Context: an optimization exercise on an open-source flow, tuned for small area. The choices shown serve that exercise and are no tape-out recipe. At most, simulation tests tie the RTL to the original design; equivalence was not proved. Power is estimated from default activity; no workload was simulated.

Setup of run 1:
==> module jpeg_header_parser, before the edit <==
module jpeg_header_parser (
    input  logic                       clk,
    input  logic                       rst_n,
    input  logic                       byte_valid,
    input  logic [7:0]                 byte_in,
    output logic                       byte_credit,
    output logic [15:0]                img_height,
    output logic [15:0]                img_width,
    output logic [3:0]                 num_components,
    output logic [3*4-1:0] comp_h_samp,      
    output logic [3*4-1:0] comp_v_samp,      
    output logic [3-1:0]   comp_quant_id,    
    output logic                       start_scan,
    input  logic                       qt_rd_table,
    input  logic [5:0]                 qt_rd_index,
    output logic [7:0]                 qt_rd_data
);
    localparam int NRING = 16;           
    logic [7:0] fmem [4];
    logic [1:0] wr_ptr, rd_ptr;
    logic [2:0] fcount;
    logic       avail, pop;
    logic [7:0] b;
    assign avail       = (fcount != 3'd0);
    assign b           = fmem[rd_ptr];
    assign byte_credit = pop;
    always_ff @(posedge clk) begin
        if (byte_valid)
            fmem[wr_ptr] <= byte_in;
    end
    always_ff @(posedge clk or negedge rst_n) begin
        if (!rst_n) begin
            wr_ptr <= '0;
            rd_ptr <= '0;
            fcount <= '0;
        end else begin
            if (byte_valid)
                wr_ptr <= wr_ptr + 2'd1;
            if (pop)
                rd_ptr <= rd_ptr + 2'd1;
            fcount <= fcount + {2'b00, byte_valid} - {2'b00, pop};
        end
    end
    localparam logic [2:0] HUNT = 3'd0, MID = 3'd1, LHI = 3'd2, LLO = 3'd3, BODY = 3'd4;
    localparam logic [1:0] SG_OTH = 2'd0, SG_SOF = 2'd1, SG_DQT = 2'd2, SG_SOS = 2'd3;
    logic [2:0]  fst;
    logic [15:0] rem;            
    logic [1:0]  seg;
    logic [5:0]  cnt;            
    logic        info;           
    logic        keep;           
    logic        tbl;            
    logic        clr;            
    logic [2:0]  m;              
    logic        in_body, last, standalone;
    logic        is_sof, is_dqt;
    logic        do_write, aligned, wr_en;
    assign in_body    = (fst == BODY);
    assign last       = (rem == 16'd3);
    assign standalone = (b == 8'h00) || (b == 8'h01) || (b[7:4] == 4'hD && b[3:0] <= 4'd9);
    assign is_sof     = in_body && (seg == SG_SOF);
    assign is_dqt     = in_body && (seg == SG_DQT);
    assign do_write   = is_dqt && !info && keep;
    assign aligned    = (cnt[2:0] + m == 3'd0);       
    assign pop        = avail && !start_scan && (!do_write || aligned);
    always_ff @(posedge clk or negedge rst_n) begin
        if (!rst_n) begin
            fst        <= HUNT;
            start_scan <= 1'b0;
            clr        <= 1'b1;
            m          <= '0;
        end else begin
            clr <= 1'b0;
            m   <= m - 3'd1;
            if (pop) begin
                case (fst)
                    HUNT: if (b == 8'hFF) fst <= MID;
                    MID: begin
                        if (standalone)       fst <= HUNT;
                        else if (b != 8'hFF)  fst <= LHI;
                    end
                    LHI: fst <= LLO;
                    LLO: fst <= (rem[15:8] != 8'd0 || b > 8'd2) ? BODY : HUNT;
                    default: begin
                        if (last) begin
                            fst <= HUNT;
                            if (seg == SG_SOS)
                                start_scan <= 1'b1;      
                        end
                    end
                endcase
            end
        end
    end
    always_ff @(posedge clk) begin
        if (pop) begin
            case (fst)
                MID: begin
                    case (b)
                        8'hC0: seg <= SG_SOF;
                        8'hDB:  seg <= SG_DQT;
                        8'hDA:  seg <= SG_SOS;
                        default:      seg <= SG_OTH;
                    endcase
                end
                LHI: rem[15:8] <= b;
                LLO: begin
                    rem[7:0] <= b;
                    cnt      <= '0;
                    info     <= 1'b1;
                end
                BODY: begin
                    rem <= rem - 16'd1;
                    if (seg == SG_SOF) begin
                        if (cnt[3:0] != 4'd15)
                            cnt <= cnt + 6'd1;
                    end else if (seg == SG_DQT) begin
                        if (info) begin
                            info <= 1'b0;
                            keep <= (b[3:1] == 3'd0);
                            tbl  <= b[0];
                        end else begin
                            cnt <= cnt + 6'd1;
                            if (cnt == 6'd63)
                                info <= 1'b1;
                        end
                    end
                end
                default: ;
            endcase
        end
    end
    logic [7:0] fb;
    logic       sof_pop;
    assign fb      = clr ? 8'h00 : b;
    assign sof_pop = pop && is_sof;
    always_ff @(posedge clk) begin
        if (clr || (sof_pop && cnt[3:0] == 4'd1)) img_height[15:8] <= fb;
        if (clr || (sof_pop && cnt[3:0] == 4'd2)) img_height[7:0]  <= fb;
        if (clr || (sof_pop && cnt[3:0] == 4'd3)) img_width[15:8]  <= fb;
        if (clr || (sof_pop && cnt[3:0] == 4'd4)) img_width[7:0]   <= fb;
        if (clr || (sof_pop && cnt[3:0] == 4'd5)) num_components   <= fb[3:0];
        for (int c = 0; c < 3; c++) begin
            if (clr || (sof_pop && cnt[3:0] == 4'(7 + 3*c) && num_components > 4'(c))) begin
                comp_h_samp[4*c +: 4] <= fb[7:4];
                comp_v_samp[4*c +: 4] <= fb[3:0];
            end
            if (clr || (sof_pop && cnt[3:0] == 4'(8 + 3*c) && num_components > 4'(c)))
                comp_quant_id[c] <= fb[0];
        end
    end
    logic [7:0] ring [NRING][8];
    logic [3:0] wring;
    assign wr_en = pop && do_write;
    assign wring = {tbl, cnt[5:3]};
    always_ff @(posedge clk) begin
        for (int j = 0; j < NRING; j++) begin
            for (int p = 1; p < 8; p++)
                ring[j][p-1] <= ring[j][p];
            ring[j][7] <= (wr_en && wring == 4'(j)) ? b : ring[j][0];
        end
    end
    logic [7:0]      lsel;
    logic [15:0]     hsel;
    logic [127:0]    rsel;
    logic [1023:0]   rflat;
    logic [7:0]      rdata;
    always_comb begin
        for (int p = 0; p < 8; p++)
            lsel[p] = (qt_rd_index[2:0] == 3'(p) - m);
        hsel = '0;
        hsel[{qt_rd_table, qt_rd_index[5:3]}] = 1'b1;
        for (int j = 0; j < NRING; j++)
            for (int p = 0; p < 8; p++) begin
                rsel[8*j+p]          = hsel[j] & lsel[p];
                rflat[8*(8*j+p) +: 8] = ring[j][p];
            end
    end
    qt_rd_mux qt_rd_mux_inst (.ring(rflat), .rsel, .qt_rd_data(rdata));
    always_ff @(posedge clk) qt_rd_data <= rdata;
endmodule
Settings: LEC_CHECK=0, CAP_MARGIN=20, CORE_MARGIN=2, CORE_UTILIZATION=55, GPL_TIMING_DRIVEN=0, PLACE_DENSITY=0.7, SLEW_MARGIN=20, SYNTH_HIERARCHICAL=1; clock period 5.0 ns.
standard.sh (not shown) runs the stock make flow with config.mk's settings and CLKGATE_MAP_FILE= SYNTH_SCRIPT=/design/flow/synth_recipe.tcl, a recipe that flattens the netlist after the stock synthesis.
==> flow/flow/run.sh <==
#!/bin/bash
# Standard layout with three changes: port buffers use the smallest buffer,
# and the clock tree uses clkbuf_8 in clusters of 16 sinks without dummy loads.
set -euo pipefail
export BUFFER_PORTS_ARGS="-buffer_cell sky130_fd_sc_hd__buf_1"
export CTS_ARGS="-sink_clustering_enable -repair_clock_nets -buf_list sky130_fd_sc_hd__clkbuf_8 -sink_clustering_size 16 -sink_clustering_max_diameter 50 -dont_use_dummy_load"
bash standard.sh > standard.log 2>&1
Run 1: no failed stages, no open violations at the end
[inputs] run 2 vs run 1
-- flow/design.v --
<<< run 1, line 248
        end
    end
    logic [7:0]      lsel;
    logic [15:0]     hsel;
>>> run 2, line 248
        end
    end
    logic [2:0]      rlo;
    logic [7:0]      lsel;
    logic [15:0]     hsel;
<<< run 1, line 253
    logic [1023:0]   rflat;
    logic [7:0]      rdata;
    always_comb begin
        for (int p = 0; p < 8; p++)
            lsel[p] = (qt_rd_index[2:0] == 3'(p) - m);
        hsel = '0;
        hsel[{qt_rd_table, qt_rd_index[5:3]}] = 1'b1;
>>> run 2, line 254
    logic [1023:0]   rflat;
    logic [7:0]      rdata;
    assign rlo = qt_rd_index[2:0] + m;
    always_comb begin
        lsel = '0;
        lsel[rlo] = 1'b1;
        hsel = '0;
        hsel[{qt_rd_table, qt_rd_index[5:3]}] = 1'b1;
### Flow results
- Nothing crashed in run 2 and all stages finished; the problem is that the final layout failed, the offending checks being setup timing.
- Going from run 1 to run 2, the fraction of standard cell area in multi-input logic was found to have gone up by 0.36 points.
- The final reports for run 2 and run 1 show share of the cycle needed by the critical path after routing higher in the former.
- Compared with run 1, cell area in run 2 increased slightly.
- Delta (run 2 minus run 1): power density over cell area now sits at about the same level; number of non-filler instances in the completed layout now sits at about the same level.
- Going from run 1 to run 2, worst setup slack after layout went down by 0.15 ns, critical path depth went up by 5, register fraction of the total cell area went down by 0.22 points.
Only the layout flow was run in run 2; the RTL was not checked for function there.

-- port drivers added, routing unchanged --
No port has a modelled driver above. Below, the same layouts with a new extraction and two added sets of constraints. Step 1 assumes that a clkbuf_16 drives the clock port and a buf_2 every other input. Step 2 also shifts input and output timing later by t, the mid clock arrival at the registers, as if the neighbouring blocks saw the same clock. a / b / c = ideal / step 1 / step 2; a / b = the first two.
| run | t (ns) | setup WS [ns] | worst hold slack (ns) | worst setup path after step 2 |
|---|---|---|---|---|
| run 1 | 0.731 | 0.130 / 0.130 / -0.570 | 0.302 / 0.302 / 0.302 | input to register |
| run 2 | 0.731 | -0.024 / -0.001 / -0.732 | 0.291 / 0.291 / 0.291 | input to register |
Met with ideal ports but missed after step 2: setup timing in run 1. The setup slack of run 2, which loses most, moves by +0.023 ns with the drivers and by -0.708 ns with both steps.
